From an optimization exercise on the open Yosys and OpenROAD flow, aimed at small area, a short achievable clock period and few clock cycles; shortcuts taken in it are not production practice.
At most, simulation tests tie the RTL to the original design; equivalence was not proved.
Only the layout flow was run in run 2; the RTL was not checked for function there.
The flow treats the clock pin as an ideal source. Dropping or thinning the clock tree relies on that and would not hold on a real chip.
Power is estimated from default activity; no workload was simulated.

[design.v]
package lsu_pkg;
	localparam int ADDR_W = 32;                 
	localparam int DATA_W = 32;                 
	localparam int STRB_W = DATA_W / 8;         
	localparam int MEM_WORDS = 256;
	localparam int MEM_IDX_W = $clog2(MEM_WORDS);    
	localparam logic [1:0] SIZE_BYTE = 2'd0;
	localparam logic [1:0] SIZE_HALF = 2'd1;
	localparam logic [1:0] SIZE_WORD = 2'd2;    
	localparam logic [1:0] RESP_OKAY   = 2'b00;
	localparam logic [1:0] RESP_SLVERR = 2'b10;
endpackage
module lsu_lane_align (
	input  logic [1:0]                 size,
	input  logic                       is_signed,
	input  logic [1:0]                 addr_lsb,
	input  logic [lsu_pkg::DATA_W-1:0] store_data,
	input  logic [lsu_pkg::DATA_W-1:0] load_word,
	output logic [lsu_pkg::DATA_W-1:0] lane_data,
	output logic [lsu_pkg::STRB_W-1:0] lane_strb,
	output logic                       misaligned,
	output logic [lsu_pkg::DATA_W-1:0] load_result
);
	localparam int DATA_W = lsu_pkg::DATA_W;
	localparam int STRB_W = lsu_pkg::STRB_W;
	localparam logic [1:0] SIZE_BYTE = lsu_pkg::SIZE_BYTE;
	localparam logic [1:0] SIZE_HALF = lsu_pkg::SIZE_HALF;
	logic [4:0]        shamt;        
	logic [DATA_W-1:0] load_shift;   
	assign shamt = {addr_lsb, 3'b000};
	assign load_shift = load_word >> shamt;
	always_comb
	begin
		case (size)
			SIZE_BYTE:
			begin
				lane_data  = DATA_W'(store_data[7:0]) << shamt;
				lane_strb  = STRB_W'(1'b1) << addr_lsb;
				misaligned = 1'b0;               
			end
			SIZE_HALF:
			begin
				lane_data  = DATA_W'(store_data[15:0]) << shamt;
				lane_strb  = STRB_W'(2'b11) << addr_lsb;
				misaligned = addr_lsb[0];        
			end
			default:
			begin
				lane_data  = store_data;
				lane_strb  = '1;
				misaligned = (addr_lsb != 2'b00);
			end
		endcase
	end
	always_comb
	begin
		case (size)
			SIZE_BYTE:
				load_result = {{(DATA_W-8){load_shift[7] & is_signed}},
					load_shift[7:0]};
			SIZE_HALF:
				load_result = {{(DATA_W-16){load_shift[15] & is_signed}},
					load_shift[15:0]};
			default:
				load_result = load_shift;        
		endcase
	end
endmodule
module lsu_axi_master (
	input  logic                       CLK,
	input  logic                       NRST,
	input  logic                       load_req,
	input  logic                       store_req,
	input  logic [1:0]                 size,
	input  logic                       is_signed,
	input  logic [lsu_pkg::ADDR_W-1:0] addr,
	input  logic [lsu_pkg::DATA_W-1:0] wdata,
	output logic                       busy,
	output logic                       done,
	output logic                       err,
	output logic [lsu_pkg::DATA_W-1:0] rdata,
	output logic [lsu_pkg::ADDR_W-1:0] awaddr,
	output logic                       awvalid,
	input  logic                       awready,
	output logic [lsu_pkg::DATA_W-1:0] wdata_o,
	output logic [lsu_pkg::STRB_W-1:0] wstrb,
	output logic                       wvalid,
	input  logic                       wready,
	input  logic [1:0]                 bresp,
	input  logic                       bvalid,
	output logic                       bready,
	output logic [lsu_pkg::ADDR_W-1:0] araddr,
	output logic                       arvalid,
	input  logic                       arready,
	input  logic [lsu_pkg::DATA_W-1:0] rdata_i,
	input  logic [1:0]                 rresp,
	input  logic                       rvalid,
	output logic                       rready
);
	localparam int ADDR_W = lsu_pkg::ADDR_W;
	localparam int DATA_W = lsu_pkg::DATA_W;
	localparam int STRB_W = lsu_pkg::STRB_W;
	localparam logic [1:0] RESP_OKAY = lsu_pkg::RESP_OKAY;
	typedef enum logic [2:0]
	{
		S_IDLE,
		S_WADDR,     
		S_WRESP,
		S_RADDR,
		S_RDATA,
		S_FINISH
	} state_t;
	state_t            state;
	logic              op_store_q;
	logic [1:0]        size_q;
	logic              signed_q;
	logic [ADDR_W-1:0] addr_q;
	logic [DATA_W-1:0] wdata_q;
	logic              aw_done_q;    
	logic              w_done_q;
	logic              err_q;        
	logic [DATA_W-1:0] rdata_q;
	logic [DATA_W-1:0] lane_data;
	logic [STRB_W-1:0] lane_strb;
	logic              misaligned;
	logic [DATA_W-1:0] load_result;
	logic              accept;
	logic              mis_done;     
	logic              aw_hs;
	logic              w_hs;
	lsu_lane_align u_lane_align (
		.size        (size_q),
		.is_signed   (signed_q),
		.addr_lsb    (addr_q[1:0]),
		.store_data  (wdata_q),
		.load_word   (rdata_i),
		.lane_data   (lane_data),
		.lane_strb   (lane_strb),
		.misaligned  (misaligned),
		.load_result (load_result)
	);
	assign awaddr  = {addr_q[ADDR_W-1:2], 2'b00};   
	assign araddr  = {addr_q[ADDR_W-1:2], 2'b00};
	assign wdata_o = lane_data;
	assign wstrb   = lane_strb;
	assign awvalid = (state == S_WADDR) && !misaligned && !aw_done_q;
	assign wvalid  = (state == S_WADDR) && !misaligned && !w_done_q;
	assign bready  = (state == S_WRESP);
	assign arvalid = (state == S_RADDR) && !misaligned;
	assign rready  = (state == S_RDATA);
	assign aw_hs = awvalid && awready;
	assign w_hs  = wvalid && wready;
	assign mis_done = ((state == S_WADDR) || (state == S_RADDR)) && misaligned;
	assign done     = (state == S_FINISH) || mis_done;
	assign busy     = (state != S_IDLE) && !done;
	assign err      = ((state == S_FINISH) && err_q) || mis_done;
	assign rdata    = (mis_done && !op_store_q) ? '0 : rdata_q;    
	assign accept   = (load_req || store_req) && !busy;
	always_ff @(posedge CLK)
	begin
		if (accept)
		begin
			op_store_q <= store_req;     
			size_q     <= size;
			signed_q   <= is_signed;
			addr_q     <= addr;
			wdata_q    <= wdata;
		end
	end
	always_ff @(posedge CLK)
	begin
		if (!NRST)
		begin
			state     <= S_IDLE;
			aw_done_q <= 1'b0;
			w_done_q  <= 1'b0;
			err_q     <= 1'b0;
		end
		else if (accept)
		begin
			state     <= store_req ? S_WADDR : S_RADDR;
			aw_done_q <= 1'b0;
			w_done_q  <= 1'b0;
			err_q     <= 1'b0;
		end
		else
		begin
			case (state)
				S_WADDR:
				begin
					if (misaligned)
						state <= S_IDLE;
					else
					begin
						aw_done_q <= aw_done_q || aw_hs;
						w_done_q  <= w_done_q || w_hs;
						if ((aw_done_q || aw_hs) && (w_done_q || w_hs))
							state <= S_WRESP;
					end
				end
				S_WRESP:
				begin
					if (bvalid)
					begin
						err_q <= (bresp != RESP_OKAY);
						state <= S_FINISH;
					end
				end
				S_RADDR:
				begin
					if (misaligned)
						state <= S_IDLE;
					else if (arready)
						state <= S_RDATA;
				end
				S_RDATA:
				begin
					if (rvalid)
					begin
						err_q <= (rresp != RESP_OKAY);
						state <= S_FINISH;
					end
				end
				S_FINISH: state <= S_IDLE;     
				default:  state <= S_IDLE;
			endcase
		end
	end
	always_ff @(posedge CLK)
	begin
		if (mis_done && !op_store_q)
			rdata_q <= '0;
		else if ((state == S_RDATA) && rvalid)
			rdata_q <= (rresp == RESP_OKAY) ? load_result : '0;
	end
endmodule
module axil_sram (
	input  logic                       CLK,
	input  logic                       NRST,
	input  logic [lsu_pkg::ADDR_W-1:0] awaddr,
	input  logic                       awvalid,
	output logic                       awready,
	input  logic [lsu_pkg::DATA_W-1:0] wdata,
	input  logic [lsu_pkg::STRB_W-1:0] wstrb,
	input  logic                       wvalid,
	output logic                       wready,
	output logic [1:0]                 bresp,
	output logic                       bvalid,
	input  logic                       bready,
	input  logic [lsu_pkg::ADDR_W-1:0] araddr,
	input  logic                       arvalid,
	output logic                       arready,
	output logic [lsu_pkg::DATA_W-1:0] rdata,
	output logic [1:0]                 rresp,
	output logic                       rvalid,
	input  logic                       rready
);
	localparam int ADDR_W = lsu_pkg::ADDR_W;
	localparam int DATA_W = lsu_pkg::DATA_W;
	localparam int STRB_W = lsu_pkg::STRB_W;
	localparam int MEM_WORDS = lsu_pkg::MEM_WORDS;
	localparam int MEM_IDX_W = lsu_pkg::MEM_IDX_W;
	localparam logic [1:0] RESP_OKAY = lsu_pkg::RESP_OKAY;
	localparam logic [1:0] RESP_SLVERR = lsu_pkg::RESP_SLVERR;
	logic [DATA_W-1:0]    mem [MEM_WORDS];
	logic                 init_active;       
	logic [MEM_IDX_W-1:0] init_cnt;
	logic                 wr_hs;
	logic                 rd_hs;
	logic                 aw_in_range;
	logic                 ar_in_range;
	logic [MEM_IDX_W-1:0] aw_idx;
	logic [MEM_IDX_W-1:0] ar_idx;
	assign aw_idx = awaddr[MEM_IDX_W+1:2];
	assign ar_idx = araddr[MEM_IDX_W+1:2];
	assign aw_in_range = (awaddr[ADDR_W-1:MEM_IDX_W+2] == '0);
	assign ar_in_range = (araddr[ADDR_W-1:MEM_IDX_W+2] == '0);
	assign awready = awvalid && wvalid && !bvalid && !init_active;
	assign wready  = awready;
	assign arready = arvalid && !rvalid && !init_active;
	assign wr_hs = awvalid && awready;
	assign rd_hs = arvalid && arready;
	always_ff @(posedge CLK)
	begin
		if (!NRST)
		begin
			init_active <= 1'b1;
			init_cnt    <= '0;
		end
		else if (init_active)
		begin
			init_cnt <= init_cnt + 1'b1;
			if (init_cnt == MEM_IDX_W'(MEM_WORDS - 1))
				init_active <= 1'b0;     
		end
	end
	always_ff @(posedge CLK)
	begin
		if (init_active)
			mem[init_cnt] <= '0;
		else if (wr_hs && aw_in_range)
		begin
			for (int i = 0; i < STRB_W; i++)
			begin
				if (wstrb[i])
					mem[aw_idx][8*i +: 8] <= wdata[8*i +: 8];
			end
		end
	end
	always_ff @(posedge CLK)
	begin
		if (!NRST)
		begin
			bvalid <= 1'b0;
			rvalid <= 1'b0;
		end
		else
		begin
			if (wr_hs)
				bvalid <= 1'b1;
			else if (bready)
				bvalid <= 1'b0;
			if (rd_hs)
				rvalid <= 1'b1;
			else if (rready)
				rvalid <= 1'b0;
		end
	end
	always_ff @(posedge CLK)
	begin
		if (wr_hs)
			bresp <= aw_in_range ? RESP_OKAY : RESP_SLVERR;   
		if (rd_hs)
		begin
			rresp <= ar_in_range ? RESP_OKAY : RESP_SLVERR;
			rdata <= ar_in_range ? mem[ar_idx] : '0;
		end
	end
endmodule
module mem_subsys_top (
	input  logic                       CLK,
	input  logic                       NRST,
	input  logic                       load_req,
	input  logic                       store_req,
	input  logic [1:0]                 size,
	input  logic                       is_signed,
	input  logic [lsu_pkg::ADDR_W-1:0] addr,
	input  logic [lsu_pkg::DATA_W-1:0] wdata,
	output logic                       busy,
	output logic                       done,
	output logic [lsu_pkg::DATA_W-1:0] rdata,
	output logic                       err
);
	localparam int ADDR_W = lsu_pkg::ADDR_W;
	localparam int DATA_W = lsu_pkg::DATA_W;
	localparam int STRB_W = lsu_pkg::STRB_W;
	logic [ADDR_W-1:0] axi_awaddr;
	logic              axi_awvalid;
	logic              axi_awready;
	logic [DATA_W-1:0] axi_wdata;
	logic [STRB_W-1:0] axi_wstrb;
	logic              axi_wvalid;
	logic              axi_wready;
	logic [1:0]        axi_bresp;
	logic              axi_bvalid;
	logic              axi_bready;
	logic [ADDR_W-1:0] axi_araddr;
	logic              axi_arvalid;
	logic              axi_arready;
	logic [DATA_W-1:0] axi_rdata;
	logic [1:0]        axi_rresp;
	logic              axi_rvalid;
	logic              axi_rready;
	lsu_axi_master u_lsu (
		.CLK       (CLK),
		.NRST      (NRST),
		.load_req  (load_req),
		.store_req (store_req),
		.size      (size),
		.is_signed (is_signed),
		.addr      (addr),
		.wdata     (wdata),
		.busy      (busy),
		.done      (done),
		.err       (err),
		.rdata     (rdata),
		.awaddr    (axi_awaddr),
		.awvalid   (axi_awvalid),
		.awready   (axi_awready),
		.wdata_o   (axi_wdata),
		.wstrb     (axi_wstrb),
		.wvalid    (axi_wvalid),
		.wready    (axi_wready),
		.bresp     (axi_bresp),
		.bvalid    (axi_bvalid),
		.bready    (axi_bready),
		.araddr    (axi_araddr),
		.arvalid   (axi_arvalid),
		.arready   (axi_arready),
		.rdata_i   (axi_rdata),
		.rresp     (axi_rresp),
		.rvalid    (axi_rvalid),
		.rready    (axi_rready)
	);
	axil_sram u_sram (
		.CLK     (CLK),
		.NRST    (NRST),
		.awaddr  (axi_awaddr),
		.awvalid (axi_awvalid),
		.awready (axi_awready),
		.wdata   (axi_wdata),
		.wstrb   (axi_wstrb),
		.wvalid  (axi_wvalid),
		.wready  (axi_wready),
		.bresp   (axi_bresp),
		.bvalid  (axi_bvalid),
		.bready  (axi_bready),
		.araddr  (axi_araddr),
		.arvalid (axi_arvalid),
		.arready (axi_arready),
		.rdata   (axi_rdata),
		.rresp   (axi_rresp),
		.rvalid  (axi_rvalid),
		.rready  (axi_rready)
	);
endmodule
[run.sh]
#!/bin/bash
# synth_recipe.tcl (not shown) runs the flow's synth.tcl, then flattens the netlist and writes it again
# the make line also repeats each setting of config.mk as NAME=value (left out here)
make -C /OpenROAD-flow-scripts/flow DESIGN_CONFIG=/design/flow/config.mk WORK_HOME=/design/flow/orfs CLKGATE_MAP_FILE= SYNTH_SCRIPT=/design/flow/synth_recipe.tcl finish
[config.mk]
export PLATFORM = sky130hd
export DESIGN_NAME = mem_subsys_top
export DESIGN_NICKNAME = mem_subsys_top
export VERILOG_FILES = /design/flow/design.v
export SDC_FILE = /design/flow/constraint.sdc
export NUM_CORES = 8
export LEC_CHECK = 0
export CAP_MARGIN = 20
export CORE_MARGIN = 2
export CORE_UTILIZATION = 30
export SLEW_MARGIN = 20
export SYNTH_MEMORY_MAX_BITS = 16384
[constraint.sdc]
create_clock -name core_clock -period 7.0 [get_ports {CLK}]
set_input_delay 1.4000 -clock core_clock [delete_from_list [all_inputs] [get_ports {CLK}]]
set_output_delay 1.4000 -clock core_clock [all_outputs]
set_load 0.01 [all_outputs]
==> key figures, run 1 <==
Worst setup path
  • Worst setup SP type: flip-flop
  • Critical Path RT: 7.70 ns
  • Max stage delay on crit path: between 1 and 1.5 ns
  • Crit path DAT: around 7.1 ns
  • Crit Path Max Fanout: 31
  • Crit end category: flip-flop
  • Delay-heaviest family, CP: simple AND/OR/NAND/NOR gates
  • Buf+Inv Stages, Crit Path: 3
  • Crit Path Class: reg -> reg
  • CP Cell Sequence: nor2_1, buf_4, o2111ai_1, or3_4, buf_4, nand3_1, nand2_2, nand3_2, buf_4, nor2_1
  • Cell mode on critical path: buf_4
  • Slowest CP cell: nand3_2

Logic synthesis
  • Yosys warnings: 3
  • Area leader, netlist: edfxtp_1
  • Sequential area share after synthesis: around 77%
  • Fraction of registers with async set/reset: 0%
  • Yosys reg bits: approximately 8300
  • Avg Inst Size Synth: 20.1 sq um
  • Leading post-synthesis cells by cell area: edfxtp_1 77%, mux4_2 10%, mux2i_1 4.0%
  • Synth top area share: slightly below 80%
  • EDFF count, synth: just over 8000
  • Library cells used by synthesis: 60
  • Post-synth top flop: edfxtp_1
  • Mapped cell area: 0.323 sq mm
  • Post-Synthesis Cells: around 16000

Timing
  • Rel. slew slack: between 3 and 4%
  • Fin crit period: approximately 6.4 ns
  • Final period utilization: just over 90%
  • Pins over their slew limit: 0
  • RSZ-0062 raised after global routing: false
  • Clock skew: 0.140 ns
  • Max Clk Rate: approximately 0.16 GHz
  • Count of final setup violators: 0
  • Final Hold Fails: 0
  • Setup TNS: 0 ns
  • Worst slew pin tran: 1.44 ns
  • Worst setup margin: around 0.65 ns

Run status
  • Outcome: timing/DRC/antenna clean

Routing
  • Vias/cell: about 5.3
  • DRT iter0 DRCs: between 20000 and 25000
  • Remaining antenna violation count after routing: 0
  • Routed via count: around 170k
  • Routed length per instance: ~29 microns
  • DRT Wirelength: between 900 and 1000 mm
  • DRT Pass-1 Iters: 7
  • DRC violations left: 0

Power
  • Pwr dens: between 200 and 300 mW/mm^2
  • Static Leak: approximately 110 nW
  • Power, Total: ~110 mW
  • VDD IR-drop max: 0.226 mV

Floorplanning
  • Initial Util: between 30% and 40%
  • # IOs: around 110
  • Core Region: between 1 and 1.5 sq mm
  • Chip height: between 1 and 1.5 mm
  • Die ar.: 1.09 sq mm
  • Die Width: 1.04 mm
  • Site Rows: between 300 and 400

Layout
  • Post-Route Utilization: 34.3%
  • Nets: 16500
  • Layout cells sized above 1: about a fifth
  • Layout area overhead: 14.2%

Clocking
  • CTS resizes: 0
  • Clk pin slew, worst setup/hold paths: 0.06 ns
  • Clk sinks: approximately 8300
  • Clock Tree Buf Depth: 5
  • Clock tree root buffer cell: clkbuf_16
  • Hold-fix buffers, CTS: 0
  • H-tree levels: 6
  • TritonCTS clock tree: built
  • Number of setup buffers added after CTS: 0
  • Clock buffer count from CTS: a little over 800
  • Clock latency on the worst-skew pair: about 1.2 ns

Global route
  • Largest net degree at the start of global routing: ~210
  • Grt ovf: 0
  • Vias in the first global route: 163000
  • First-pass GRT wire length: around 1300 mm
  • Gr usage total: between 15 and 20%
  • Initial antenna violation count: between 50 and 60

Worst hold path
  • Hold WC Path Type: reg -> reg

Placement
  • DP Worst Slack: 0.866 ns
  • Routability cong.: 0.858
  • IO buf count: 105
  • HPWL Detailed: approximately 560 mm

Job
  • Max Cap Viol: 0
==> per-layer routing <==
metal  vias up  track usage (%)  part of all wire [%]
li1      67500                -                     -
met4        30             6.34                   4.1
met5         -                0                 0.021
met2      8724             25.7                    47
met1     88300             21.7                    40
met3      1589             3.72                   9.5
==> cells by family after synthesis <==
group                      Yosys count  share of synthesized area, %
DFF                               8343                          77.3
adders and majority gates            1                       0.00387
AOI/OAI and AO/OA                 1996                          4.14
buffers and inverters             1087                          1.52
muxes                             2835                          14.6
xor gates and xnor gates             5                        0.0135
and+or+nand+nor                   1814                          2.39
==> Yosys cell counts (all sizes together) (2+ instances only) <==
| master | instances |
|---|---|
| nand2 | 165 |
| nor3 | 109 |
| nor2 | 1170 |
| o21ai | 330 |
| and3 | 5 |
| o21bai | 2 |
| a21boi | 5 |
| mux2i | 1297 |
| o31ai | 5 |
| and2 | 24 |
| a21oi | 438 |
| or2 | 2 |
| nand3b | 8 |
| or3 | 38 |
| buf | 465 |
| o22ai | 389 |
| a211oi | 20 |
| o221ai | 530 |
| a22o | 17 |
| dfxtp | 49 |
| a211o | 17 |
| a32o | 14 |
| a221oi | 31 |
| o22a | 4 |
| xor2 | 2 |
| mux2 | 33 |
| clkbuf | 610 |
| nor3b | 10 |
| and4b | 2 |
| nand4 | 36 |
| nor2b | 48 |
| nand3 | 142 |
| o2111ai | 12 |
| inv | 12 |
| edfxtp | 8294 |
| nand2b | 11 |
| a22oi | 174 |
| xnor2 | 3 |
| mux4 | 1505 |
| nor4 | 40 |
==> per-stage QoR <==
step	instances	hold slack (ns)	cell area [sq um]
after global placement	29900	0.503	343000
after detailed placement	29900	0.503	343000
after floorplan	16100	0.476	323000
after CTS	31400	0.512	369000
after global routing	31400	0.524	369000
final	31400	0.516	369000
==> worst paths after layout <==
path,from,end,slack [ns],cells past startpoint
setup / recovery,u_lsu.addr_q[0],u_sram.mem[187][25],0.65,10
hold reg to reg,u_lsu.err_q,u_lsu.err_q,0.52,2
hold / removal,u_lsu.err_q,u_lsu.err_q,0.52,2
setup reg to reg,u_lsu.addr_q[0],u_sram.mem[187][25],0.65,10
==> sequential cells by signal (all words and copies together) (netlist names) <==
register,count
u_lsu.wdata_q,32
u_sram.rresp,1
u_sram.init_active,1
u_lsu.addr_q,32
u_sram.mem,8192
u_sram.bvalid,1
u_sram.rdata,32
u_lsu.op_store_q,1
u_lsu.signed_q,1
u_lsu.state,3
u_lsu.err_q,1
u_sram.rvalid,1
u_lsu.rdata_q,32
u_sram.bresp,1
u_lsu.size_q,2
u_lsu.aw_done_q,1
u_sram.init_cnt,8
u_lsu.w_done_q,1
==> cell type report <==
class,count,area [sq um]
antenna,39,97.6
clock buffer,971,21400
clock inverter,485,4450
fill,99400,706000
inverter,12,65.1
multi-input combinational,6651,69400
sequential,8343,250000
tap,14400,18000
timing repair buffer,572,5910
==> tightest hold or removal path: cells and delay by family, from the launching register on <==
family             cells  cell delay (ns)
AOI/OAI and AO/OA      1             0.05
and+or+nand+nor        1             0.10
DFF                    1             0.32
==> cells in the final DEF (no fill, tap or decap), types with 22 or more instances in the layout <==
master	n
edfxtp_1	8294
mux4_2	1505
mux2i_1	1297
nor2_1	1137
clkbuf_16	833
o221ai_1	530
a21oi_1	435
o22ai_1	389
buf_4	358
o21ai_0	320
clkinv_1	182
a22oi_1	174
nand2_1	141
clkbuf_1	138
clkinv_2	132
clkdlybuf4s50_1	105
nor3_1	99
buf_12	99
nand3_1	81
bufinv_16	76
nand3_2	55
dfxtp_1	49
nor2b_1	45
clkinvlp_4	42
diode_2	39
nor4_1	37
or3_1	37
nand4_1	36
mux2_2	33
a221oi_1	31
nor2_4	28
inv_6	25
clkinv_4	22
==> report_power, final <==
part           total (mW)  leakage (nW)  internal, mW  switching, mW
clock                43.3          12.6          24.5           18.7
sequential           54.3          74.4          54.2          0.116
combinational        9.03          25.2          3.30           5.73
total                 107           112          82.0           24.6
Testbench counts, summed over its fixed seeds: cycles 36,008.
==> inputs of run 2 (changes only) <==
==> design.v (replaced) <==
package lsu_pkg;
	localparam int ADDR_W = 32;                 
	localparam int DATA_W = 32;                 
	localparam int STRB_W = DATA_W / 8;         
	localparam int MEM_WORDS = 256;
	localparam int MEM_IDX_W = $clog2(MEM_WORDS);    
	localparam logic [1:0] SIZE_BYTE = 2'd0;
	localparam logic [1:0] SIZE_HALF = 2'd1;
	localparam logic [1:0] SIZE_WORD = 2'd2;    
	localparam logic [1:0] RESP_OKAY   = 2'b00;
	localparam logic [1:0] RESP_SLVERR = 2'b10;
endpackage
module mem_subsys_top (
	input  logic        CLK,
	input  logic        NRST,
	input  logic        load_req,
	input  logic        store_req,
	input  logic [1:0]  size,
	input  logic        is_signed,
	input  logic [31:0] addr,
	input  logic [31:0] wdata,
	output logic        busy,
	output logic        done,
	output logic [31:0] rdata,
	output logic        err
);
	localparam int WORDS = 256;
	logic       init_active;
	logic [7:0] init_cnt;
	always_ff @(posedge CLK)
	begin
		if (!NRST)
		begin
			init_active <= 1'b1;
			init_cnt    <= '0;
		end
		else if (init_active)
		begin
			init_cnt <= init_cnt + 1'b1;
			if (init_cnt == 8'hff)
				init_active <= 1'b0;
		end
	end
	assign busy = init_active;
	logic        accept;
	logic        mis;
	logic        oor;
	logic [3:0]  strb;
	logic [31:0] lane_data;
	assign accept = (load_req || store_req) && !init_active;
	assign oor    = (addr[31:10] != '0);
	always_comb
	begin
		case (size)
			2'd0:
			begin
				mis       = 1'b0;
				strb      = 4'b0001 << addr[1:0];
				lane_data = {4{wdata[7:0]}};
			end
			2'd1:
			begin
				mis       = addr[0];
				strb      = addr[1] ? 4'b1100 : 4'b0011;
				lane_data = {2{wdata[15:0]}};
			end
			default:
			begin
				mis       = (addr[1:0] != 2'b00);
				strb      = 4'b1111;
				lane_data = wdata;
			end
		endcase
	end
	logic        s0_we;      
	logic        s0_ld;      
	logic        s0_done;    
	logic        s0_err;
	logic [7:0]  s0_idx;
	logic [3:0]  s0_strb;
	logic [31:0] s0_wd;
	logic [1:0]  s0_size;
	logic        s0_sgn;
	logic [1:0]  s0_off;
	always_ff @(posedge CLK)
	begin
		if (!NRST)
		begin
			s0_we   <= 1'b0;
			s0_ld   <= 1'b0;
			s0_done <= 1'b0;
		end
		else
		begin
			s0_we   <= init_active || (accept && store_req && !mis && !oor);
			s0_ld   <= accept && !store_req;
			s0_done <= accept;
		end
	end
	always_ff @(posedge CLK)
	begin
		s0_err  <= mis || oor;
		s0_idx  <= init_active ? init_cnt : addr[9:2];
		s0_strb <= init_active ? 4'b1111 : strb;
		s0_wd   <= init_active ? '0 : lane_data;
		s0_size <= size;
		s0_sgn  <= is_signed;
		s0_off  <= addr[1:0];
	end
	logic [WORDS-1:0] sel;
	logic [31:0]      word_q [WORDS];
	logic [31:0]      rword;
	always_comb
	begin
		sel = '0;
		sel[s0_idx] = 1'b1;
	end
	for (genvar w = 0; w < WORDS; w++)
	begin : g_word
		for (genvar l = 0; l < 4; l++)
		begin : g_lane
			always_ff @(posedge CLK)
			begin
				if (s0_we && sel[w] && s0_strb[l])
					word_q[w][8*l +: 8] <= s0_wd[8*l +: 8];
			end
		end
	end
	always_comb
	begin
		rword = '0;
		for (int w = 0; w < WORDS; w++)
			rword = rword | (word_q[w] & {32{sel[w]}});
	end
	logic        s1_ld;
	logic        s1_done;
	logic        s1_err;
	logic [31:0] s1_word;
	logic [1:0]  s1_size;
	logic        s1_sgn;
	logic [1:0]  s1_off;
	always_ff @(posedge CLK)
	begin
		if (!NRST)
			s1_done <= 1'b0;
		else
			s1_done <= s0_done;
	end
	always_ff @(posedge CLK)
	begin
		s1_ld   <= s0_ld;
		s1_err  <= s0_err;
		s1_word <= rword;
		s1_size <= s0_size;
		s1_sgn  <= s0_sgn;
		s1_off  <= s0_off;
	end
	logic [31:0] shifted;
	logic [31:0] result;
	assign shifted = s1_word >> {s1_off, 3'b000};
	always_comb
	begin
		case (s1_size)
			2'd0:    result = {{24{shifted[7] & s1_sgn}}, shifted[7:0]};
			2'd1:    result = {{16{shifted[15] & s1_sgn}}, shifted[15:0]};
			default: result = shifted;
		endcase
	end
	always_ff @(posedge CLK)
	begin
		if (!NRST)
			done <= 1'b0;
		else
			done <= s1_done;
	end
	always_ff @(posedge CLK)
	begin
		err   <= s1_err;
		rdata <= (s1_ld && !s1_err) ? result : '0;
	end
endmodule
--- a/config.mk
+++ b/config.mk
@@ -7,6 +7,6 @@
 export LEC_CHECK = 0
 export CAP_MARGIN = 20
 export CORE_MARGIN = 2
-export CORE_UTILIZATION = 30
+export CORE_UTILIZATION = 55
 export SLEW_MARGIN = 20
 export SYNTH_MEMORY_MAX_BITS = 16384
==> run 2 against run 1 <==
Area after synthesis down 4.4%. The run now fails in global routing (5_1_grt). Synthesized cell count rose by 13%.
==> key figures, run 2 <==
Floorplanning
  • Site Rows: 275 (-28%)
  • # IOs: 106 (unchanged)
  • Initial Util: 55.2% (+25 points)
  • Die Width: 754 microns (-28%)
  • Chip height: 754 microns (-28%)

Logic synthesis
  • Yosys warnings: 2 (-1)
  • Top cells by count, synth: 8192 x edfxtp_1, 2280 x a22oi_1, 1425 x nor2_1, 814 x clkbuf_1, 787 x nand2_1
  • Most frequent cell after synthesis: edfxtp_1
  • Mapped cell area: 0.309 sq mm (-4.4%)
  • Synth top area share: 79.5% (+2.5 points)
  • EDFF count, synth: 8192 (-1.2%)
  • Area leader, netlist: edfxtp_1
  • Sequential area share after synthesis: 80.4% (+3.1 points)
  • Post-synth top flop: edfxtp_1
  • Fraction of registers with async set/reset: 0% (unchanged)
  • Yosys reg bits: 8328 (-0.18%)
  • Avg Inst Size Synth: 17.0 sq um (-15%)
  • Library cells used by synthesis: 101 (+68%)
  • Post-Synthesis Cells: 18200 (+13%)
  • Leading post-synthesis cells by cell area: edfxtp_1 80%, a22oi_1 5.5%, nor2_1 1.7%

Clocking
  • Clk sinks: 8328 (-0.18%)
  • Number of setup buffers added after CTS: 0 (unchanged)
  • Clock Tree Buf Depth: 4 (-1)
  • H-tree levels: 6 (unchanged)
  • CTS resizes: 0 (unchanged)
  • Clock tree root buffer cell: clkbuf_16
  • Hold-fix buffers, CTS: 0 (unchanged)
  • Clock buffer count from CTS: 813 (-0.85%)

Placement
  • Routability cong.: 1.48 (+72%)
  • IO buf count: 105 (unchanged)
  • HPWL Detailed: 1740 mm (+210%)

Global route
  • Grt ovf: roughly 6300
  • First-pass GRT wire length: between 3000 and 4000 mm
  • Gr usage total: a little over nine tenths
  • Largest net degree at the start of global routing: around 220
  • Vias in the first global route: 280000

Run status
  • Stop Error: [ERROR GRT-0116] Global routing finished with congestion. Check the congestion regions in the DRC Viewer.
  • Last stage: global routing (5_1_grt)
  • Outcome: did not finish
==> run 2: cell count changes after synthesis, sizes merged, moves of 204 or more <==
| cell | previous run | this run |
|---|---|---|
| a22oi | 174 | 2280 |
| mux4 | 1505 | 0 |
| mux2i | 1297 | 58 |
| nand2 | 165 | 788 |
| o221ai | 530 | 8 |
| a22o | 17 | 509 |
| nand4 | 36 | 465 |
| a221oi | 31 | 352 |
| o22ai | 389 | 75 |
| nand3 | 142 | 425 |
| and3 | 5 | 267 |
| nor2 | 1170 | 1431 |
| clkbuf | 610 | 814 |
==> run 2: kinds of logic after synthesis <==
family          Yosys count  synth area share, %
simple gates           4023                 6.25
buf+inv                1151                 1.46
compound gates         4582                 11.6
flops                  8328                 80.4
mux                      82                0.275
xor+xnor                  7               0.0223
fa+ha+maj                 5               0.0202
==> run 2: worst max path at each step <==
stage	end	slack, ns	cells past startpoint
floorplan	word_q[139][0]	2.72	12
global placement	s1_word[0]	-0.05	13
detailed placement	s1_word[30]	0.69	13
CTS	s1_word[30]	0.69	13
==> run 2: metal layers <==
metal / GRT usage [%] / GRT overflow
met1: 94.6 / 1332
met2: 97.4 / 2196
met3: 91.7 / 1138
met4: 90.3 / 1525
met5: 84.1 / 134
==> run 2: per-stage QoR <==
| step | setup slack (ns) | hold WS (ns) | area (sq um) | cells | total power, mW |
|---|---|---|---|---|---|
| CTS | 0.691 | 0.328 | 369000 | 28800 | 105 |
| global placement | -0.0513 | 0.310 | 341000 | 27200 | 62.8 |
| floorplan | 2.72 | 0.310 | 309000 | 18200 | 57.3 |
| detailed placement | 0.693 | 0.313 | 343000 | 27300 | 62.8 |
==> run 2: power groups by stage <==
stage	sequential [mW]	combinational, mW	clock [mW]
2_1_floorplan	55.3	1.99	0
3_3_place_gp	55.8	7.02	0
3_5_place_dp	55.8	7.06	0
4_1_cts	54.7	7.08	43.4
==> inputs of run 3 (changes only) <==
--- a/design.v
+++ b/design.v
@@ -10,6 +10,60 @@
 	localparam logic [1:0] RESP_OKAY   = 2'b00;
 	localparam logic [1:0] RESP_SLVERR = 2'b10;
 endpackage
+module lsu_rd_ao3 (
+	input  logic [95:0] d,       
+	input  logic [2:0]  s,       
+	output logic [31:0] y_n
+);
+	assign y_n = ~((d[31:0] & {32{s[0]}}) | (d[63:32] & {32{s[1]}}) |
+		(d[95:64] & {32{s[2]}}));
+endmodule
+module lsu_rd_mux #(
+	parameter int WORDS = 256,
+	parameter int PARTS = 4          
+) (
+	input  logic [32*WORDS-1:0] words,
+	input  logic [WORDS-1:0]    sel,
+	output logic [32*PARTS-1:0] q        
+);
+	localparam int LEAVES = (WORDS + 2) / 3;
+	localparam int PER_PART = (LEAVES + PARTS - 1) / PARTS;
+	logic [32*LEAVES-1:0] leaf_n;
+	for (genvar k = 0; k < LEAVES; k++)
+	begin : g_leaf
+		logic [95:0] d;
+		logic [2:0]  s;
+		for (genvar j = 0; j < 3; j++)
+		begin : g_in
+			if (3*k + j < WORDS)
+			begin : g_used
+				assign d[32*j +: 32] = words[32*(3*k + j) +: 32];
+				assign s[j] = sel[3*k + j];
+			end
+			else
+			begin : g_pad
+				assign d[32*j +: 32] = '0;
+				assign s[j] = 1'b0;
+			end
+		end
+		lsu_rd_ao3 u_ao (
+			.d   (d),
+			.s   (s),
+			.y_n (leaf_n[32*k +: 32])
+		);
+	end
+	always_comb
+	begin
+		logic [31:0] acc;
+		for (int p = 0; p < PARTS; p++)
+		begin
+			acc = '1;
+			for (int k = p*PER_PART; k < (p+1)*PER_PART && k < LEAVES; k++)
+				acc = acc & leaf_n[32*k +: 32];
+			q[32*p +: 32] = ~acc;
+		end
+	end
+endmodule
 module mem_subsys_top (
 	input  logic        CLK,
 	input  logic        NRST,
@@ -25,6 +79,7 @@
 	output logic        err
 );
 	localparam int WORDS = 256;
+	localparam int PARTS = 4;        
 	logic       init_active;
 	logic [7:0] init_cnt;
 	always_ff @(posedge CLK)
@@ -47,8 +102,10 @@
 	logic        oor;
 	logic [3:0]  strb;
 	logic [31:0] lane_data;
+	logic [7:0]  idx;
 	assign accept = (load_req || store_req) && !init_active;
 	assign oor    = (addr[31:10] != '0);
+	assign idx    = init_active ? init_cnt : addr[9:2];
 	always_comb
 	begin
 		case (size)
@@ -72,12 +129,11 @@
 			end
 		endcase
 	end
-	logic        s0_we;      
 	logic        s0_ld;      
 	logic        s0_done;    
+	logic [3:0]  s0_lwe;     
 	logic        s0_err;
-	logic [7:0]  s0_idx;
-	logic [3:0]  s0_strb;
+	logic [WORDS-1:0] s0_sel;    
 	logic [31:0] s0_wd;
 	logic [1:0]  s0_size;
 	logic        s0_sgn;
@@ -86,13 +142,16 @@
 	begin
 		if (!NRST)
 		begin
-			s0_we   <= 1'b0;
+			s0_lwe  <= '0;
 			s0_ld   <= 1'b0;
 			s0_done <= 1'b0;
 		end
 		else
 		begin
-			s0_we   <= init_active || (accept && store_req && !mis && !oor);
+			if (init_active)
+				s0_lwe <= 4'b1111;
+			else
+				s0_lwe <= (accept && store_req && !mis && !oor) ? strb : 4'b0000;
 			s0_ld   <= accept && !store_req;
 			s0_done <= accept;
 		end
@@ -100,42 +159,36 @@
 	always_ff @(posedge CLK)
 	begin
 		s0_err  <= mis || oor;
-		s0_idx  <= init_active ? init_cnt : addr[9:2];
-		s0_strb <= init_active ? 4'b1111 : strb;
+		s0_sel  <= WORDS'(1) << idx;
 		s0_wd   <= init_active ? '0 : lane_data;
 		s0_size <= size;
 		s0_sgn  <= is_signed;
 		s0_off  <= addr[1:0];
 	end
-	logic [WORDS-1:0] sel;
-	logic [31:0]      word_q [WORDS];
-	logic [31:0]      rword;
-	always_comb
-	begin
-		sel = '0;
-		sel[s0_idx] = 1'b1;
-	end
+	logic [32*WORDS-1:0] words;
+	logic [32*PARTS-1:0] rparts;
 	for (genvar w = 0; w < WORDS; w++)
 	begin : g_word
 		for (genvar l = 0; l < 4; l++)
 		begin : g_lane
+			logic [7:0] q;
 			always_ff @(posedge CLK)
 			begin
-				if (s0_we && sel[w] && s0_strb[l])
-					word_q[w][8*l +: 8] <= s0_wd[8*l +: 8];
-			end
-		end
-	end
-	always_comb
-	begin
-		rword = '0;
-		for (int w = 0; w < WORDS; w++)
-			rword = rword | (word_q[w] & {32{sel[w]}});
-	end
+				if (s0_sel[w] && s0_lwe[l])
+					q <= s0_wd[8*l +: 8];
+			end
+			assign words[32*w + 8*l +: 8] = q;
+		end
+	end
+	lsu_rd_mux #(.WORDS(WORDS), .PARTS(PARTS)) u_rd (
+		.words (words),
+		.sel   (s0_sel),
+		.q     (rparts)
+	);
 	logic        s1_ld;
 	logic        s1_done;
 	logic        s1_err;
-	logic [31:0] s1_word;
+	logic [32*PARTS-1:0] s1_parts;
 	logic [1:0]  s1_size;
 	logic        s1_sgn;
 	logic [1:0]  s1_off;
@@ -150,13 +203,20 @@
 	begin
 		s1_ld   <= s0_ld;
 		s1_err  <= s0_err;
-		s1_word <= rword;
+		s1_parts <= rparts;
 		s1_size <= s0_size;
 		s1_sgn  <= s0_sgn;
 		s1_off  <= s0_off;
 	end
+	logic [31:0] s1_word;
 	logic [31:0] shifted;
 	logic [31:0] result;
+	always_comb
+	begin
+		s1_word = '0;
+		for (int p = 0; p < PARTS; p++)
+			s1_word = s1_word | s1_parts[32*p +: 32];
+	end
 	assign shifted = s1_word >> {s1_off, 3'b000};
 	always_comb
 	begin
--- a/config.mk
+++ b/config.mk
@@ -7,6 +7,9 @@
 export LEC_CHECK = 0
 export CAP_MARGIN = 20
 export CORE_MARGIN = 2
-export CORE_UTILIZATION = 55
+export CORE_UTILIZATION = 45
+export CTS_CLUSTER_DIAMETER = 100
+export CTS_CLUSTER_SIZE = 30
+export SETUP_SLACK_MARGIN = 4
 export SLEW_MARGIN = 20
-export SYNTH_MEMORY_MAX_BITS = 16384
+export SYNTH_HIERARCHICAL = 1
==> run 3 against run 2 <==
Now clean on timing, DRC and antenna. Area after synthesis is 0.73% lower. Synthesized cell count is 17% lower.
==> key figures, run 3 <==
Routing
  • DRT iter0 DRCs: between 30000 and 40000
  • Vias/cell: around 6.6
  • DRT Pass-1 Iters: 13
  • Remaining antenna violation count after routing: 0
  • DRT Wirelength: between 800 and 900 mm
  • Routed via count: 160000
  • Routed length per instance: roughly 35 microns
  • DRC violations left: 0

Global route
  • First-pass GRT wire length: 1160 mm
  • GR peak layer: met2
  • Global Route met2 Usage: 36.6%
  • Gr usage total: between 20% and 30%
  • GR Layer Usage met1: between 30 and 40%
  • Grt met3 use: ~3.5%
  • Largest net degree at the start of global routing: between 150 and 200
  • Vias in the first global route: between 100k and 150k
  • Initial antenna violation count: 52
  • Grt ovf: 0

Worst setup path
  • Max stage delay on crit path: around 0.9 ns
  • Worst reg2reg path endpoint: s1_parts[113]
  • Buf+Inv Stages, Crit Path: 3
  • Crit Path Class: in -> reg
  • Critical Path RT: 7.95 ns
  • Slowest CP cell: clkdlybuf4s50_1
  • Crit path DAT: about 4.1 ns
  • Worst r2r src: s0_sel[252]
  • Crit Path Max Fanout: 35
  • Reg-to-reg setup timing slack: slightly below 4 ns
  • Crit end category: flip-flop
  • Worst R2R Path Depth: 5
  • CP Cell Sequence: clkdlybuf4s50_1, inv_1, o32a_2, buf_6, nand2b_1, nor3_1
  • Worst setup SP type: input pin
  • Delay-heaviest family, CP: buffers and inverters

Logic synthesis
  • Yosys warnings: 8 (+6)
  • EDFF count, synth: 8192 (unchanged)
  • Post-synth top flop: edfxtp_1
  • Avg Inst Size Synth: 20.5 sq um (+20%)
  • Area leader, netlist: edfxtp_1
  • Yosys reg bits: 8671 (+4.1%)
  • Mapped cell area: 0.307 sq mm (-0.73%)
  • Leading post-synthesis cells by cell area: edfxtp_1 80%, a222oi_1 9.0%, dfxtp_1 3.1%
  • Fraction of registers with async set/reset: 0% (unchanged)
  • Synth top area share: 80.1% (+0.58 points)
  • Post-Synthesis Cells: 15000 (-17%)
  • Sequential area share after synthesis: 83.2% (+2.8 points)
  • Most frequent cell after synthesis: edfxtp_1
  • Library cells used by synthesis: 55 (-46%)
  • Top cells by count, synth: 8192 x edfxtp_1, 2752 x a222oi_1, 1031 x and2_1, 644 x nand4_1, 521 x buf_6

Layout
  • Layout fillers: ~56000
  • Most flops, register: g_word.g_lane.q
  • Nets: about 15000
  • Top Registers: g_word.g_lane.q x8192, s0_sel x256, s1_parts x128
  • Layout area overhead: 6.10%
  • Commonest non-fill, non-tap cells in the layout: 8192 x edfxtp_1, 2752 x a222oi_1, 1030 x and2_1
  • Layout cells sized above 1: under 10%
  • Seq. cell area: roughly 0.26 sq mm
  • Area occupied by multi-input gates: approximately 0.044 sq mm
  • Commonest non-fill, non-tap cell in the layout: edfxtp_1
  • Largest register FFs: between 8000 and 9000

Floorplanning
  • # IOs: 106 (unchanged)
  • Die ar.: just under 0.7 sq mm
  • Core Region: between 0.6 and 0.7 sq mm
  • Chip height: 830 microns (+10%)
  • Site Rows: 303 (+10%)
  • Die Width: 830 microns (+10%)
  • Initial Util: 45.1% (-10 points)

Clocking
  • Clk pin slew, worst setup/hold paths: between 0.1 and 0.15 ns
  • TritonCTS clock tree: built
  • Clock buffer count from CTS: 333 (-59%)
  • Hold-fix buffers, CTS: 0 (unchanged)
  • Clk sinks: 8671 (+4.1%)
  • Clock tree root buffer cell: clkbuf_16
  • Clock latency on the worst-skew pair: roughly 1.1 ns
  • H-tree levels: 5 (-1)
  • Clock Tree Buf Depth: 4 (unchanged)

Worst hold path
  • Hold EP: s1_ld
  • Worst Hold Launch: s0_ld
  • Hold path depth: 0
  • Hold WC Path Type: reg -> reg

Timing
  • Hold WS: about 0.35 ns
  • Final period utilization: approximately 46%
  • RSZ-0062 raised after global routing: true
  • Pins over their slew limit: 0
  • Rel. slew slack: 7.80%
  • Final Hold Fails: 0
  • Count of final setup violators: 0
  • Setup TNS: 0 ns
  • Max Clk Rate: about 0.31 GHz
  • Clock skew: roughly 0.076 ns
  • Worst slew pin tran: between 1 and 1.5 ns
  • Fin crit period: ~3.2 ns

Run status
  • Outcome: timing/DRC/antenna clean

Placement
  • IO buf count: 105 (unchanged)
  • HPWL Detailed: 517 mm (-70%)
  • Routability cong.: 0.865 (-41%)

Job
  • Max Cap Viol: 0

Power
  • VDD IR-drop max: 0.240 mV
  • Pwr dens: 250 mW/mm^2
  • Static Leak: around 100 nW
==> run 3: cell count changes after synthesis, sizes merged, moves of 179 or more <==
| cell | delta |
|---|---|
| a21oi | -248 |
| a221oi | -338 |
| a22o | -509 |
| and3 | -264 |
| a222oi | +2588 |
| clkbuf | -637 |
| and2 | +1019 |
| nor2 | -1310 |
| nand2 | -722 |
| nand3 | -421 |
| dfxtp | +343 |
| nand4 | +179 |
| buf | +487 |
| a22oi | -2278 |
==> run 3: layout make-up <==
type,instances,share of cell area (%)
Antenna cell,22,0.0169
Clock buffer,485,2.75
Clock inverter,38,0.182
Inverter,13,0.0150
Multi-Input combinational cell,5402,13.6
Sequential cell,8671,78.5
Tap cell,8997,3.46
Timing Repair Buffer,520,1.40
==> run 3: power by group <==
group	switching [mW]	internal (mW)	leakage, nW
Combinational	0.666	0.231	15.2
Clock	15.2	9.19	4.57
Sequential	0.149	55.8	80.0
==> run 3: worst register-to-register path, stage by stage, from the launching register on <==
cell and delay [ns]:
dfxtp_1 0.32, buf_4 0.25, a222oi_1 0.74, nand4_1 0.42, nor3_1 0.92, nand2_1 0.25
==> run 3: what timing repair did <==
| item | in CTS | in global routing |
|---|---|---|
| endpoints found under the setup margin | 1114 | 163 |
| gates cloned | 0 | 2 |
| pin swaps | 15 | 9 |
| setup buffers | 3 | 1 |
| resized for setup | 270 | 37 |
==> run 3: cell families after synthesis <==
kind of cell    count (synthesis)  share of synthesized area, %
other cells                     1                       0.00122
compound gates               2877                          9.25
mux                            35                         0.117
flops                        8671                          83.2
xor+xnor                        4                        0.0114
simple gates                 2409                          4.76
buf+inv                      1000                          2.61
fa+ha+maj                       1                       0.00407
==> run 3: per-stage QoR <==
step / cells / cell area (sq um) / setup WS (ns) / total power, mW / util, %
after floorplan: 15100 / 307000 / 4.15 / 57.4 / -
after global placement: 23600 / 315000 / 2.38 / 58.0 / 46.4
after detailed placement: 23600 / 315000 / 2.62 / 58.0 / 46.4
after CTS: 24100 / 325000 / 3.82 / 81.6 / 47.8
after global routing: 24100 / 326000 / 3.86 / 83.2 / 47.9
final: 24100 / 326000 / 3.81 / 81.3 / 47.9
==> run 3: worst max-delay path by stage <==
stage | cells after the start | start | slack, ns | to
finish | 6 | addr[3] | 3.81 | s0_sel[30]
global route | 1 | rdata[31] | 3.86 | rdata[31]
floorplan | 7 | addr[9] | 4.15 | s0_sel[120]
detailed placement | 5 | addr[9] | 2.62 | s0_sel[83]
CTS | 1 | rdata[31] | 3.82 | rdata[31]
global placement | 5 | addr[9] | 2.38 | s0_sel[80]
==> run 3: metal layers <==
metal	share of wire, %	up-vias
met1	40	84600
met4	3.4	22
met5	0.023	-
met2	47	8906
met3	10	908
li1	-	66000
==> run 3: Yosys stat by module (local to each module, per instance), excerpt <==
module / flip-flops and latches / times used / cell area [sq um]
lsu_rd_ao3: 0 / 86 / 403
mem_subsys_top: 8671 / 1 / 267000
Testbench counts of run 3, summed over its fixed seeds: cycles 12,024.
==> inputs of run 4 (changes only) <==
--- a/design.v
+++ b/design.v
@@ -79,8 +79,9 @@
 	output logic        err
 );
 	localparam int WORDS = 256;
-	localparam int PARTS = 4;        
+	localparam int PARTS = 8;        
 	logic       init_active;
+	logic       busy_q;              
 	logic [7:0] init_cnt;
 	always_ff @(posedge CLK)
 	begin
@@ -96,7 +97,11 @@
 				init_active <= 1'b0;
 		end
 	end
-	assign busy = init_active;
+	always_ff @(posedge CLK)
+	begin
+		busy_q <= !NRST || (init_active && (init_cnt != 8'hff));
+	end
+	assign busy = busy_q;
 	logic        accept;
 	logic        mis;
 	logic        oor;
==> flow/run.sh (new file) <==
#!/bin/bash
set -euo pipefail
work=$(pwd)
export PRE_CTS_TCL="$work/flow/cts_hook.tcl"
export BUFFER_PORTS_ARGS="-buffer_cell sky130_fd_sc_hd__buf_4"
bash standard.sh > "$work/standard.log" 2>&1
==> flow/cts_hook.tcl (new file) <==
rename clock_tree_synthesis my_cts_orig
proc clock_tree_synthesis {args} {
  my_cts_orig {*}$args
  set block [ord::get_db_block]
  set clk_net [[$block findBTerm CLK] getNet]
  set loads [$clk_net getITerms]
  if {[llength $loads] != 1} {
    puts "cts_hook: CLK drives [llength $loads] pins, left as is"
    return
  }
  set root [[lindex $loads 0] getInst]
  set out_net ""
  foreach it [$root getITerms] {
    if {[$it isOutputSignal]} { set out_net [$it getNet] }
  }
  if {$out_net eq ""} {
    puts "cts_hook: root [$root getName] has no output net, left as is"
    return
  }
  set sinks {}
  foreach it [$out_net getITerms] {
    if {[$it getInst] ne $root} { lappend sinks $it }
  }
  if {[llength $sinks] > 4 || [llength [$out_net getBTerms]] > 0} {
    puts "cts_hook: root drives [llength $sinks] pins, left as is"
    return
  }
  puts "cts_hook: removing root [$root getName], CLK now drives [llength $sinks] pins"
  foreach it $sinks {
    $it disconnect
    $it connect $clk_net
  }
  [lindex $loads 0] disconnect
  odb::dbInst_destroy $root
  odb::dbNet_destroy $out_net
}
==> standard.sh (new file) <==
#!/bin/bash
# synth_recipe.tcl (not shown) runs the flow's synth.tcl, then flattens the netlist and writes it again
# the make line also repeats each setting of config.mk as NAME=value (left out here)
make -C /OpenROAD-flow-scripts/flow DESIGN_CONFIG=/design/flow/config.mk WORK_HOME=/design/flow/orfs CLKGATE_MAP_FILE= SYNTH_SCRIPT=/design/flow/synth_recipe.tcl "${@:-finish}"
--- a/config.mk
+++ b/config.mk
@@ -7,9 +7,9 @@
 export LEC_CHECK = 0
 export CAP_MARGIN = 20
 export CORE_MARGIN = 2
-export CORE_UTILIZATION = 45
+export CORE_UTILIZATION = 70
 export CTS_CLUSTER_DIAMETER = 100
-export CTS_CLUSTER_SIZE = 30
-export SETUP_SLACK_MARGIN = 4
+export CTS_CLUSTER_SIZE = 25
+export SETUP_SLACK_MARGIN = 4.5
 export SLEW_MARGIN = 20
 export SYNTH_HIERARCHICAL = 1
removed: run.sh
==> run 4 against run 3 <==
Cell count shrank 11%. Synthesized cell count is 1.7% higher. Clock-buffer cell count is 184 higher. Area after synthesis up 0.88%. Still clean. Core utilization rose by 26 points. Critical path depth is 1 lower. Critical path type is now reg -> reg. Sequential cell count grew 129. Power rose by 2.7%. Cell area hardly changed. Clock skew shrank 0.030 ns. Global-route usage rose by 12 points. Fmax increased by 17%.
==> key figures, run 4 <==
Run status
  • Outcome: timing/DRC/antenna clean

Routing
  • Vias/cell: 7.60 (+14%)
  • DRT Wirelength: 811 mm (-3.1%)
  • Remaining antenna violation count after routing: 0 (unchanged)
  • DRC violations left: 0 (unchanged)
  • Routed length per instance: 37.7 microns (+8.7%)
  • DRT Pass-1 Iters: 13 (unchanged)
  • DRT iter0 DRCs: 35700 (+15%)
  • Routed via count: 163000 (+1.9%)

Worst hold path
  • Hold path depth: 0 (unchanged)
  • Hold WC Path Type: reg -> reg

Placement
  • IO buf count: 105 (unchanged)
  • DP Cell Count: 20800 (-12%)
  • HPWL Detailed: 514 mm (-0.51%)
  • Routability cong.: 0.925 (+6.9%)

Power
  • Switching power: 15.8 mW (-1.7%)
  • Combinational share of power: 1.1% (about the same)
  • Pwr dens: 256 mW/mm^2 (+2.7%)
  • VDD IR-drop max: 0.300 mV (+25%)
  • Pint: 67.7 mW (+3.8%)
  • Switching Fraction: 18.9% (-0.84 points)
  • Clock network fraction of design power: 31.1% (+1.1 points)
  • Static Leak: 104 nW (+4.6%)
  • Sequential share of power: 67.9% (-1.0 points)

Timing
  • Max Clk Rate: 0.368 GHz (+17%)
  • Worst slew pin tran: 1.41 ns (+0.0288 ns)
  • Pins over their slew limit: 0 (unchanged)
  • Final period utilization: 38.9% (-6.7 points)
  • Fin crit period: 2.72 ns (-0.472 ns)
  • Clock skew: 0.0461 ns (-0.0304 ns)
  • Rel. slew slack: 5.89% (-1.9 points)
  • RSZ-0062 raised after global routing: true
  • Final Hold Fails: 0 (unchanged)
  • Setup TNS: 0 ns (unchanged)
  • Count of final setup violators: 0 (unchanged)

Logic synthesis
  • Sequential area share after synthesis: 83.4% (+0.11 points)
  • Fraction of registers with async set/reset: 0% (unchanged)
  • Top cells by count, synth: 8192 x edfxtp_1, 2752 x a222oi_1, 1033 x and2_1, 608 x dfxtp_1, 519 x buf_6
  • Post-Synthesis Cells: 15200 (+1.7%)
  • Yosys reg bits: 8800 (+1.5%)
  • EDFF count, synth: 8192 (unchanged)
  • Area leader, netlist: edfxtp_1
  • Synth top area share: 79.4% (-0.70 points)
  • Most frequent cell after synthesis: edfxtp_1
  • Avg Inst Size Synth: 20.3 sq um (-0.76%)
  • Yosys warnings: 8 (unchanged)
  • Leading post-synthesis cells by cell area: edfxtp_1 79%, a222oi_1 8.9%, dfxtp_1 3.9%
  • Post-synth top flop: edfxtp_1
  • Mapped cell area: 0.310 sq mm (+0.88%)
  • Library cells used by synthesis: 53 (-3.6%)

Clocking
  • Clk pin slew, worst setup/hold paths: 0.10 ns (about the same)
  • Hold-fix buffers, CTS: 0 (unchanged)
  • Clock latency on the worst-skew pair: 0.76 ns (-0.30 ns)
  • TritonCTS clock tree: built
  • Clock buffer count from CTS: 389 (+17%)
  • Clk sinks: 8800 (+1.5%)

Worst setup path
  • Crit Path Class: reg -> reg
  • Worst R2R Path Depth: 5 (unchanged)
  • Crit end category: flip-flop
  • Crit Path Max Fanout: 8 (-77%)
  • Worst setup SP type: flip-flop
  • Critical Path RT: 7.53 ns (-0.42 ns)
  • Crit path DAT: 3.25 ns (-0.89 ns)

Floorplanning
  • Die ar.: 0.448 sq mm (-35%)
  • Initial Util: 70.2% (+25 points)
  • Die Width: 669 microns (-19%)
  • Chip height: 669 microns (-19%)
  • Core Region: 0.441 sq mm (-35%)
  • # IOs: 106 (unchanged)
  • Site Rows: 244 (-19%)

Layout
  • Area occupied by multi-input gates: 0.0442 sq mm (-0.35%)
  • Layout fillers: 25100 (-55%)
  • Commonest non-fill, non-tap cell in the layout: edfxtp_1
  • Top Registers: g_word.g_lane.q x8192, s0_sel x256, s1_parts x256
  • Nets: 15300 (+2.1%)
  • Seq. cell area: 0.258 sq mm (+1.0%)
  • Post-Route Utilization: 73.9% (+26 points)
  • Final non-filler cell total: 21500 (-11%)
  • Layout cells sized above 1: 7.10% (+0.25 points)
  • Largest register FFs: 8192 (unchanged)
  • Layout area overhead: 5.19%
  • Commonest non-fill, non-tap cells in the layout: 8192 x edfxtp_1, 2752 x a222oi_1, 1033 x and2_1
  • Most flops, register: g_word.g_lane.q

Global route
  • Largest net degree at the start of global routing: 169 (-0.59%)
  • First-pass GRT wire length: 1130 mm (-2.4%)
  • Initial antenna violation count: 90 (+73%)
  • Vias in the first global route: 154000 (+2.8%)
  • Grt ovf: 0 (unchanged)
  • Gr usage total: 35.7% (+12 points)

Job
  • Max Cap Viol: 0 (unchanged)
-- run 4: cell types whose count changed in the layout (fill, tap and decap cells not counted), sizes merged, moves of 41 or more --
| cell | delta |
|---|---|
| nand2 | +59 |
| nor4 | -68 |
| dfxtp | +129 |
| or3 | +253 |
| diode | +58 |
| clkbuf | +183 |
| nor3 | -243 |
| nand3 | +265 |
| and4 | -96 |
| nor2 | +167 |
| buf | +41 |
| nand4 | -160 |
| clkdlybuf4s50 | -69 |
-- run 4: per-module statistics from Yosys, one instance, submodules excluded, excerpt --
module,flip-flops and latches,cells inside
lsu_rd_ao3,0,41
mem_subsys_top,8800,10700
-- run 4: cell type report --
type | count | area share, %
Sequential cell | 8800 | 79.3
Inverter | 10 | 0.0115
Antenna cell | 80 | 0.0614
Clock buffer | 669 | 3.41
Tap cell | 5904 | 2.27
Multi-Input combinational cell | 5559 | 13.6
Clock inverter | 7 | 0.0211
Timing Repair Buffer | 491 | 1.33
-- run 4: timing repair --
| action | CTS | global route |
|---|---|---|
| pin swaps | 0 | 6 |
| endpoints found under the hold margin | 0 | 0 |
| setup endpoints to repair | 551 | 1048 |
| resized for setup | 115 | 20 |
| buffers inserted | 2 | 7 |
-- run 4: per-layer routing --
| metal | up-vias | part of all wire, % | GRT usage, % | wire (microns) |
|---|---|---|---|---|
| met2 | 11700 | 47 | 55.6 | 381000 |
| met1 | 83900 | 35 | 50.2 | 281000 |
| met5 | - | 0.015 | 0 | 123 |
| met3 | 1243 | 13 | 6.82 | 106000 |
| met4 | 18 | 5.4 | 16.1 | 43900 |
| li1 | 66700 | - | - | - |
-- run 4: critical path, cell delays in order (launching register included) --
cell and delay [ns]:
dfxtp_1 0.55, nor4_2 0.93, and3_1 0.29, a31oi_1 0.09, nand4_1 0.33, o21ai_0 0.31
-- run 4: cells by family after synthesis --
| group | after synthesis | synth area share [%] |
|---|---|---|
| simple gates | 2567 | 4.76 |
| fa+ha+maj | 1 | 0.00404 |
| mux | 25 | 0.0836 |
| flops | 8800 | 83.4 |
| other cells | 1 | 0.00121 |
| buf+inv | 961 | 2.54 |
| compound gates | 2886 | 9.24 |
| xor+xnor | 6 | 0.0170 |
-- run 4: power groups by stage --
stage                     clock network, mW  registers [mW]  logic (mW)
after floorplan                           0            57.8       0.367
after global placement                    0            57.9       0.794
after detailed placement                  0            57.9       0.808
after CTS                              26.0            56.7       0.819
after global routing                   27.8            56.7       0.880
final                                  25.9            56.7       0.888
-- run 4: path summary, 6_finish.rpt --
check / slack, ns / start / end
max reg2reg: 4.28 / s1_parts[71] / rdata[15]
max: 4.28 / s1_parts[71] / rdata[15]
min: 0.33 / s0_size[1] / s1_size[1]
min reg2reg: 0.33 / s0_size[1] / s1_size[1]
-- run 4: through the flow --
step           hold WS (ns)  power (mW)  worst slack (ns)  instance area (sq um)
2_1_floorplan         0.310        58.2              4.52                 310000
3_3_place_gp          0.312        58.7              3.20                 314000
3_5_place_dp          0.313        58.7              3.29                 314000
4_1_cts               0.336        83.5              4.33                 325000
5_1_grt               0.330        85.4              4.34                 326000
6_report              0.330        83.5              4.28                 326000
Testbench counts of run 4, summed over its fixed seeds: cycles 12,024.
==> inputs of run 5 (changes only) <==
--- a/design.v
+++ b/design.v
@@ -18,6 +18,13 @@
 	assign y_n = ~((d[31:0] & {32{s[0]}}) | (d[63:32] & {32{s[1]}}) |
 		(d[95:64] & {32{s[2]}}));
 endmodule
+module lsu_rd_ao1 (
+	input  logic [31:0] d,       
+	input  logic        s,       
+	output logic [31:0] y_n
+);
+	assign y_n = ~(d & {32{s}});
+endmodule
 module lsu_rd_mux #(
 	parameter int WORDS = 256,
 	parameter int PARTS = 4          
@@ -31,26 +38,30 @@
 	logic [32*LEAVES-1:0] leaf_n;
 	for (genvar k = 0; k < LEAVES; k++)
 	begin : g_leaf
-		logic [95:0] d;
-		logic [2:0]  s;
-		for (genvar j = 0; j < 3; j++)
-		begin : g_in
-			if (3*k + j < WORDS)
-			begin : g_used
-				assign d[32*j +: 32] = words[32*(3*k + j) +: 32];
-				assign s[j] = sel[3*k + j];
-			end
-			else
-			begin : g_pad
-				assign d[32*j +: 32] = '0;
-				assign s[j] = 1'b0;
-			end
-		end
-		lsu_rd_ao3 u_ao (
-			.d   (d),
-			.s   (s),
-			.y_n (leaf_n[32*k +: 32])
-		);
+		if (3*k + 2 < WORDS)
+		begin : g_ao3
+			lsu_rd_ao3 u_ao (
+				.d   (words[96*k +: 96]),
+				.s   (sel[3*k +: 3]),
+				.y_n (leaf_n[32*k +: 32])
+			);
+		end
+		else if (3*k + 1 < WORDS)
+		begin : g_ao2
+			lsu_rd_ao3 u_ao (
+				.d   ({32'd0, words[96*k +: 64]}),
+				.s   ({1'b0, sel[3*k +: 2]}),
+				.y_n (leaf_n[32*k +: 32])
+			);
+		end
+		else
+		begin : g_ao1
+			lsu_rd_ao1 u_ao (
+				.d   (words[96*k +: 32]),
+				.s   (sel[3*k]),
+				.y_n (leaf_n[32*k +: 32])
+			);
+		end
 	end
 	always_comb
 	begin
==> flow/run.sh (replaced) <==
#!/bin/bash
set -euo pipefail
work=$(pwd)
export PRE_CTS_TCL="$work/flow/cts_hook.tcl"
export CTS_ARGS="-sink_clustering_enable -repair_clock_nets -sink_clustering_size 25 -sink_clustering_max_diameter 100 -dont_use_dummy_load"
export BUFFER_PORTS_ARGS="-buffer_cell sky130_fd_sc_hd__buf_4"
bash standard.sh > "$work/standard.log" 2>&1
==> run 5 against run 4 <==
Clock skew increased by 0.011 ns. Sequential cell count stayed put. Clock-buffer cell count fell by 281. Cell count shrank 2.0%. Largest cell class unchanged. Highest routed layer unchanged.
==> key figures, run 5 <==
Logic synthesis
  • Post-synth top flop: edfxtp_1
  • EDFF count, synth: 8192 (unchanged)
  • Synth top area share: 79.5% (about the same)
  • Top cells by count, synth: 8192 x edfxtp_1, 2720 x a222oi_1, 1033 x and2_1, 608 x dfxtp_1, 516 x buf_6
  • Area leader, netlist: edfxtp_1
  • Most frequent cell after synthesis: edfxtp_1
  • Yosys reg bits: 8800 (unchanged)
  • Fraction of registers with async set/reset: 0% (unchanged)
  • Sequential area share after synthesis: 83.4% (about the same)
  • Library cells used by synthesis: 52 (-1.9%)
  • Leading post-synthesis cells by cell area: edfxtp_1 79%, a222oi_1 8.8%, dfxtp_1 3.9%
  • Post-Synthesis Cells: 15200 (-0.046%)
  • Yosys warnings: 8 (unchanged)
  • Avg Inst Size Synth: 20.3 sq um (about the same)
  • Mapped cell area: 0.309 sq mm (about the same)

Layout
  • Layout cells sized above 1: 7.25% (+0.15 points)
  • Largest register FFs: 8192 (unchanged)
  • Commonest non-fill, non-tap cell in the layout: edfxtp_1
  • Layout area overhead: 4.60%
  • Nets: 15200 (-0.65%)
  • Commonest non-fill, non-tap cells in the layout: 8192 x edfxtp_1, 2720 x a222oi_1, 1033 x and2_1
  • Most flops, register: g_word.g_lane.q
  • Top Registers: g_word.g_lane.q x8192, s0_sel x256, s1_parts x256
  • Layout fillers: 25200 (+0.61%)
  • Final non-filler cell total: 21100 (-2.0%)

Power
  • VDD IR-drop max: 0.293 mV (-2.2%)
  • Pwr dens: 253 mW/mm^2 (-1.3%)
  • Static Leak: 104 nW (-0.73%)
  • Power, Total: 81.9 mW (-1.9%)

Worst setup path
  • Slowest CP cell: dfxtp_4
  • Buf+Inv Stages, Crit Path: 1 (+1)
  • Crit Path Max Fanout: 1 (-7)
  • Crit Path Class: reg -> out
  • Delay-heaviest family, CP: flip-flops
  • Critical Path RT: 5.60 ns (-1.93 ns)
  • Crit path DAT: 1.27 ns (-1.98 ns)
  • Worst r2r src: s0_sel[175]
  • Crit end category: primary output
  • CP Cell Sequence: buf_6
  • Worst setup SP type: flip-flop
  • Crit path launch: done
  • Max stage delay on crit path: 0.42 ns (-0.51 ns)

Timing
  • RSZ-0062 raised after global routing: true
  • Final Hold Fails: 0 (unchanged)
  • Max Clk Rate: 0.375 GHz (+2.0%)
  • Hold WS: 0.326 ns (-0.00354 ns)
  • Count of final setup violators: 0 (unchanged)
  • Setup TNS: 0 ns (unchanged)
  • Worst setup margin: 4.33 ns (+0.0523 ns)
  • Clock skew: 0.0571 ns (+0.0110 ns)
  • Fin crit period: 2.67 ns (-0.0523 ns)
  • Rel. slew slack: 15.6% (+9.7 points)
  • Pins over their slew limit: 0 (unchanged)
  • Worst slew pin tran: 1.26 ns (-0.155 ns)
  • Final period utilization: 38.1% (-0.75 points)

Global route
  • Largest net degree at the start of global routing: 154 (-8.9%)
  • Initial antenna violation count: 102 (+13%)
  • Gr usage total: 35.6% (-0.082 points)
  • Grt ovf: 0 (unchanged)
  • Vias in the first global route: 153000 (-0.67%)
  • First-pass GRT wire length: 1130 mm (about the same)

Worst hold path
  • Worst Hold Launch: s0_off[0]
  • Hold WC Path Type: reg -> reg

Floorplanning
  • Core Region: 0.441 sq mm (about the same)
  • Chip height: 669 microns (about the same)
  • Die Width: 669 microns (about the same)
  • # IOs: 106 (unchanged)
  • Site Rows: 244 (unchanged)
  • Initial Util: 70.2% (about the same)
  • Die ar.: 0.447 sq mm (about the same)

Placement
  • HPWL Detailed: 512 mm (-0.44%)
  • DP Worst Slack: 3.85 ns (+0.562 ns)
  • DP Cell Count: 20600 (-0.53%)
  • IO buf count: 105 (unchanged)
  • Routability cong.: 0.921 (-0.40%)

Routing
  • Routed length per instance: 38.4 microns (+1.8%)
  • DRT iter0 DRCs: 36700 (+2.8%)
  • DRT Wirelength: 810 mm (-0.17%)
  • Routed via count: 164000 (+0.13%)
  • Remaining antenna violation count after routing: 0 (unchanged)
  • Vias/cell: 7.76 (+2.1%)
  • DRC violations left: 0 (unchanged)
  • DRT Pass-1 Iters: 14 (+1)

Job
  • Max Cap Viol: 0 (unchanged)

Clocking
  • Clk sinks: 8800 (unchanged)
  • Clock latency on the worst-skew pair: 0.76 ns (about the same)
  • Clk pin slew, worst setup/hold paths: 0.10 ns (about the same)
  • Hold-fix buffers, CTS: 0 (unchanged)

Run status
  • Outcome: timing/DRC/antenna clean
## run 5: area by class of cell
cell class	instances	area [sq um]	area share, %
Clock buffer	388	9710	3.00
Antenna cell	47	118	0.0363
Inverter	10	37.5	0.0116
Multi-Input combinational cell	5485	43800	13.5
Sequential cell	8800	258000	79.8
Timing Repair Buffer	466	4240	1.31
Tap cell	5904	7390	2.28
## run 5: timing repair
item / in CTS / in global routing
cloned: 0 / 3
gates resized for setup: 102 / 33
setup buffers: 3 / 12
endpoints found under the setup margin: 1682 / 905
pin swaps: 13 / 10
## run 5: Yosys stat by module (local to each module, per instance), excerpt
module          flip-flops and latches  cell area, sq um
mem_subsys_top                    8800            269000
lsu_rd_ao3                           0               403
lsu_rd_ao1                           0               154
## run 5: report_power, final
| group | switching (mW) | internal, mW | leakage, nW |
|---|---|---|---|
| Combinational | 0.596 | 0.230 | 17.0 |
| Clock | 14.5 | 9.92 | 4.78 |
| Sequential | 0.114 | 56.6 | 81.8 |
## run 5: path summary, 6_finish.rpt
| kind | to | slack, ns | cells after the start |
|---|---|---|---|
| worst min-delay path | s1_off[0] | 0.33 | 0 |
| worst max-delay path | done | 4.33 | 1 |
| worst max register to register | s1_parts[171] | 4.35 | 4 |
| worst min register to register | s1_off[0] | 0.33 | 0 |
## run 5: kinds of logic (layout without fill, tap and decap cells)
group / after synthesis / count (layout) / share of synthesized area (%)
other: 0 / 47 / 0
AO/OA/AOI/OAI: 2854 / 2854 / 9.14
AND/OR/NAND/NOR: 2599 / 2599 / 4.80
adder cells (fa/ha/maj): 1 / 1 / 0.00404
XOR/XNOR: 6 / 6 / 0.0170
flip-flops: 8800 / 8800 / 83.4
multiplexers: 25 / 25 / 0.0837
buffers and inverters: 955 / 864 / 2.53
## run 5: stage by stage
step                util, %  cell area (sq um)
floorplan                 -             310000
global route           73.4             324000
CTS                    73.3             323000
detailed placement     71.0             313000
finish                 73.4             324000
global placement       71.0             313000
## run 5: metal layers
layer  GRT usage (%)  wire length, microns  up-vias
met5               0                   263        -
met4            12.2                 33600       42
met3            6.57                111000     1303
met2            55.1                378000    12700
met1            52.4                286000    83600
li1                -                     -    66100
Testbench counts of run 5, summed over its fixed seeds: cycles 12,024.

Setup slack of run 5, layout unchanged: 4.331 ns with ideal ports, 4.090 ns with driving cells assumed (clock clkbuf_16, inputs buf_2), 3.831 ns with port delays also shifted by the 0.968 ns mid clock arrival.
